Background: an optimization exercise with open tools, aiming at small area and a short achievable clock period. Do not read the settings as production practice. At most, simulation tests tie the RTL to the original design; equivalence was not proved.

run a:
// gfx_wbs_top
module gfx_wbs_top
(
  input  logic                                  wbs_clk_i,
  input  logic                                  rst_i,
  input  logic                                  cs_i,
  input  logic                                  cyc_i,
  input  logic                                  stb_i,
  input  logic                                  we_i,
  input  logic [3:0]                            sel_i,
  input  logic [8-1:0]                 adr_i,
  input  logic [32-1:0]                dat_i,
  output logic                                  ack_o,
  output logic                                  err_o,
  output logic [32-1:0]                dat_o,
  input  logic                                  pipeline_ack_i,
  input  logic                                  writer_sint_i,
  input  logic                                  reader_sint_i,
  output logic                                  inta_o,
  output logic [32-1:0]                target_base_o,
  output logic [gfx_reg_pkg::POINT_W-1:0]       target_size_x_o,
  output logic [gfx_reg_pkg::POINT_W-1:0]       target_size_y_o,
  output logic [32-1:0]                dest_x_o,
  output logic [32-1:0]                dest_y_o,
  output logic [32-1:0]                color0_o,
  output logic [7:0]                            global_alpha_o,
  output logic [gfx_reg_pkg::CTRL_DEPTH_W-1:0]  color_depth_o,
  output logic                                  blending_enable_o,
  output logic                                  rect_write_o,
  output logic                                  line_write_o,
  output logic                                  point_write_o
);
Size in the first run: ~1,700 cells after synthesis, about 260 I/O pins.
==> module gfx_wbs_top, before the edit <==
module gfx_wbs_top
(
  input  logic                                  wbs_clk_i,
  input  logic                                  rst_i,
  input  logic                                  cs_i,
  input  logic                                  cyc_i,
  input  logic                                  stb_i,
  input  logic                                  we_i,
  input  logic [3:0]                            sel_i,
  input  logic [8-1:0]                 adr_i,
  input  logic [32-1:0]                dat_i,
  output logic                                  ack_o,
  output logic                                  err_o,
  output logic [32-1:0]                dat_o,
  input  logic                                  pipeline_ack_i,
  input  logic                                  writer_sint_i,
  input  logic                                  reader_sint_i,
  output logic                                  inta_o,
  output logic [32-1:0]                target_base_o,
  output logic [gfx_reg_pkg::POINT_W-1:0]       target_size_x_o,
  output logic [gfx_reg_pkg::POINT_W-1:0]       target_size_y_o,
  output logic [32-1:0]                dest_x_o,
  output logic [32-1:0]                dest_y_o,
  output logic [32-1:0]                color0_o,
  output logic [7:0]                            global_alpha_o,
  output logic [gfx_reg_pkg::CTRL_DEPTH_W-1:0]  color_depth_o,
  output logic                                  blending_enable_o,
  output logic                                  rect_write_o,
  output logic                                  line_write_o,
  output logic                                  point_write_o
);
  localparam int DEPTH = 16;
  localparam logic [2:0] R_CTRL  = 3'd0;
  localparam logic [2:0] R_ALPHA = 3'd1;
  logic       acc, acc32, wr_acc, rd_acc;
  logic [5:0] widx;
  logic       full;
  logic       push;
  logic       rd_ack_q;
  logic       rd_go;
  assign acc    = cs_i & cyc_i & stb_i;
  assign acc32  = &sel_i;
  assign wr_acc = acc & acc32 & we_i;
  assign rd_acc = acc & acc32 & ~we_i;
  assign widx   = adr_i[7:2];
  assign push  = wr_acc & ~full;
  gfx_wb_ack u_ack
  (
    .cs_i       (cs_i),
    .cyc_i      (cyc_i),
    .stb_i      (stb_i),
    .we_i       (we_i),
    .sel_i      (sel_i),
    .full_i     (full),
    .rd_ack_q_i (rd_ack_q),
    .ack_o      (ack_o),
    .err_o      (err_o)
  );
  logic [3:0] enc_code;
  always_comb
  begin
    enc_code[3]   = (widx[5:4] == 2'b00) &
                    (widx[3] ? (widx[2:0] == 3'd0) : (widx[2:0] != 3'd1));
    enc_code[2:0] = widx[3] ? R_ALPHA : widx[2:0];
  end
  logic [35:0] mem [DEPTH];
  logic [4:0]  count;
  logic        pop;
  logic        drain_ok;
  logic [DEPTH-1:0] rd_sel;
  logic [35:0] head;
  assign full = count[4];
  assign pop  = drain_ok & (count != 5'd0);
  always_ff @(posedge wbs_clk_i)
  begin
    if (push)
    begin
      mem[0] <= {enc_code, dat_i};
      for (int i = 1; i < DEPTH; i++)
        mem[i] <= mem[i-1];
    end
  end
  logic [4:0] count_inc;
  logic [4:0] count_dec;
  assign count_inc = count + 5'd1;
  assign count_dec = count - 5'd1;
  always_ff @(posedge wbs_clk_i)
  begin
    if (rst_i)
      count <= '0;
    else if (push & ~pop)
      count <= count_inc;
    else if (pop & ~push)
      count <= count_dec;
  end
  logic [3:0] hidx;
  always_ff @(posedge wbs_clk_i)
  begin
    if (rst_i)
      hidx <= 4'hF;
    else if (push & ~pop)
      hidx <= hidx + 4'd1;
    else if (pop & ~push)
      hidx <= hidx - 4'd1;
  end
  always_comb
  begin
    head = '0;
    for (int i = 0; i < DEPTH; i++)
    begin
      rd_sel[i] = (hidx == 4'(i));
      head = head | (mem[i] & {36{rd_sel[i]}});
    end
  end
  logic [31:11] control_hi;
  logic [7:0]  control_lo;
  logic [31:0] target_base_reg;
  logic [31:0] target_size_x_reg;
  logic [31:0] target_size_y_reg;
  logic [31:0] dest_x_reg;
  logic [31:0] dest_y_reg;
  logic [31:0] color0_reg;
  logic [31:0] alpha_reg;
  logic        busy;
  logic [7:0]  wsel;
  logic [31:0] wdat;
  always_comb
  begin
    for (int k = 0; k < 8; k++)
      wsel[k] = rst_i | (pop & head[35] & (head[34:32] == 3'(k)));
    wdat = head[31:0] & {32{~rst_i}};
  end
  always_ff @(posedge wbs_clk_i)
  begin
    if (wsel[R_CTRL])
    begin
      control_hi <= wdat[31:11];
      control_lo <= {wdat[7:1], head[0] | rst_i};
    end
    if (wsel[2]) target_base_reg   <= wdat;
    if (wsel[3]) target_size_x_reg <= wdat;
    if (wsel[4]) target_size_y_reg <= wdat;
    if (wsel[5]) dest_x_reg        <= wdat;
    if (wsel[6]) dest_y_reg        <= wdat;
    if (wsel[7]) color0_reg        <= wdat;
    if (wsel[R_ALPHA]) alpha_reg   <= head[31:0] | {32{rst_i}};
  end
  logic [2:0] draw_q;
  logic       cmd_active;
  always_ff @(posedge wbs_clk_i)
  begin
    draw_q <= (wsel[R_CTRL] & ~rst_i) ? head[10:8] : 3'b000;
  end
  assign cmd_active = |draw_q;
  always_ff @(posedge wbs_clk_i)
  begin
    if (rst_i)
      busy <= 1'b0;
    else if (busy)
      busy <= ~pipeline_ack_i;
    else
      busy <= cmd_active;
  end
  assign drain_ok = ~busy & ~cmd_active;
  always_ff @(posedge wbs_clk_i)
  begin
    inta_o <= ~rst_i & (writer_sint_i | reader_sint_i);
  end
  logic [31:0] rd_mux;
  logic [31:0] rd_dat_q;
  always_comb
  begin
    case (widx)
      6'd0: rd_mux = {control_hi, draw_q, control_lo};
      6'd1: rd_mux = {11'd0, count, 15'd0, busy};
      6'd2: rd_mux = target_base_reg;
      6'd3: rd_mux = target_size_x_reg;
      6'd4: rd_mux = target_size_y_reg;
      6'd5: rd_mux = dest_x_reg;
      6'd6: rd_mux = dest_y_reg;
      6'd7: rd_mux = color0_reg;
      6'd8: rd_mux = alpha_reg;
      default: rd_mux = '0;
    endcase
  end
  assign rd_go = rd_acc & ~rd_ack_q & ~rst_i;
  always_ff @(posedge wbs_clk_i)
  begin
    rd_ack_q <= rd_go;
    rd_dat_q <= rd_go ? rd_mux : 32'd0;
  end
  assign dat_o = rd_dat_q;
  assign target_base_o     = target_base_reg;
  assign target_size_x_o   = target_size_x_reg[15:0];
  assign target_size_y_o   = target_size_y_reg[15:0];
  assign dest_x_o          = dest_x_reg;
  assign dest_y_o          = dest_y_reg;
  assign color0_o          = color0_reg;
  assign global_alpha_o    = alpha_reg[7:0];
  assign color_depth_o     = control_lo[1:0];
  assign blending_enable_o = control_lo[2];
  assign rect_write_o  = draw_q[0];
  assign line_write_o  = draw_q[1] & ~draw_q[0];
  assign point_write_o = draw_q[2] & ~draw_q[1] & ~draw_q[0];
endmodule
export LEC_CHECK = 0
export CAP_MARGIN = 20
export CORE_MARGIN = 2
export CORE_UTILIZATION = 65
export SLEW_MARGIN = 20
export SYNTH_HIERARCHICAL = 1
export SYNTH_MINIMUM_KEEP_SIZE = 0
create_clock -name core_clock -period 6.0 [get_ports {wbs_clk_i}]
standard.sh (not shown) runs the stock make flow with config.mk's settings and CLKGATE_MAP_FILE= SYNTH_SCRIPT=/design/flow/synth_recipe.tcl, a recipe that flattens the netlist after the stock synthesis.
==> flow/flow/run.sh <==
#!/bin/bash
# Standard ORFS layout with these changes:
# - synthesis maps logic with ABC's default script instead of ORFS's speed
#   script (registers are mapped before ABC runs, so they are unchanged),
#   and takes the small gfx_wb_ack module (bus ack/err, the only paths from
#   inputs to outputs) from a hand-mapped netlist, flow/ack_cells.v;
# - smaller port buffers;
# - a clock tree from clock buffers in larger clusters, without dummy loads;
# - timing repair aimed at a shorter period than the clock's.
# Each tool's output is in standard.log and orfs/logs/.
set -uo pipefail
MARGIN=$(cat flow/margin.txt 2>/dev/null || echo 3)
sed 's|log_cmd abc {\*}\$abc_args|log_cmd abc {*}[lrange $abc_args 2 end]|' \
  "$FLOW_HOME/scripts/synth.tcl" > synth_core.tcl
grep -q 'lrange $abc_args 2 end' synth_core.tcl || { echo "synth.tcl patch failed"; exit 1; }
awk -v core="$PWD/synth_core.tcl" -v ack="$PWD/flow/ack_cells.v" '
  /SCRIPTS_DIR\)\/synth.tcl/ { print "source " core; print "delete gfx_wb_ack"; print "read_verilog " ack; print "hierarchy -top $::env(DESIGN_NAME)"; next }
  { print }' synth_recipe.tcl > synth_own.tcl
bash standard.sh SYNTH_SCRIPT=$PWD/synth_own.tcl \
  BUFFER_PORTS_ARGS="-buffer_cell sky130_fd_sc_hd__buf_1" \
  CTS_ARGS="-sink_clustering_enable -repair_clock_nets -dont_use_dummy_load -sink_clustering_size 20 -sink_clustering_max_diameter 80 -buf_list {sky130_fd_sc_hd__clkbuf_8 sky130_fd_sc_hd__clkbuf_16}" \
  SETUP_SLACK_MARGIN=$MARGIN \
  finish > standard.log 2>&1
Other scripts of this flow, unchanged in this note and not shown: flow/flow/ack_cells.v, flow/flow/margin.txt
Setup changes, run a to run b
--- a/flow/design.v
+++ b/flow/design.v
@@ -154,13 +154,13 @@
       count <= count_dec;
   end
-  logic [3:0] hidx;
+  logic [DEPTH-1:0] hsel;
   always_ff @(posedge wbs_clk_i)
   begin
     if (rst_i)
-      hidx <= 4'hF;
+      hsel <= 16'h8000;
     else if (push & ~pop)
-      hidx <= hidx + 4'd1;
+      hsel <= {hsel[DEPTH-2:0], hsel[DEPTH-1]};
     else if (pop & ~push)
-      hidx <= hidx - 4'd1;
+      hsel <= {hsel[0], hsel[DEPTH-1:1]};
   end
   always_comb
@@ -169,5 +169,5 @@
     for (int i = 0; i < DEPTH; i++)
     begin
-      rd_sel[i] = (hidx == 4'(i));
+      rd_sel[i] = hsel[i];
       head = head | (mem[i] & {36{rd_sel[i]}});
     end
Results
- In the flow results for run b and run a, the sequential standard cell area is larger on run b.
- The count of non-CTS buffers in the layout reported for run b is smaller than that of run a by 14%.
- Looking at utilization, run b sits below run a.
- Run comparison: run b endpoint of the most critical setup path ack_o; run a endpoint of the most critical setup path target_size_y_reg[16]
- Note that the iteration-0 DRC count of the detailed router recorded for run a amounts to 1.05 times the value seen in run b.
- Worst slew slack as a fraction of its limit ends up higher on run b.
- In run b, the achievable frequency came out about 1.8% below the value in run a.
- Run b ends up with a final-layout non-clock buffer area share that is 1.8 points lower than in run a.
- Number of filler instances in the final layout of run b exceeds that of run a by a few percent.
- Between run b and run a, the final hold slack is higher for run a.
- The lower via count of run b and run a is in run b.
No functional check of the RTL was part of run a.

==> re-timing with driven ports <==
How much do the figures lean on ideal ports? The routed layouts below were timed once more, with nothing changed but the port constraints. Step 1 assumes that a clkbuf_16 drives the clock port and a buf_2 every other input. Step 2, shift: input delay + t, output delay - t, t = (earliest + latest rising clock arrival at the registers) / 2. This alone moves slack from input paths to output paths. Slacks: ideal ports / drivers / drivers and shift; pairs: ideal ports / drivers.
run | t, ns | setup WS [ns] | worst setup path after step 2
run a | 0.657 | 2.973 / 2.964 / 2.404 | input to register
run b | 0.659 | 2.916 / 2.889 / 2.481 | input to register
After both steps every run listed still meets setup and hold. The setup slack of run a, which loses most, moves by -0.009 ns with the drivers and by -0.569 ns with both steps.
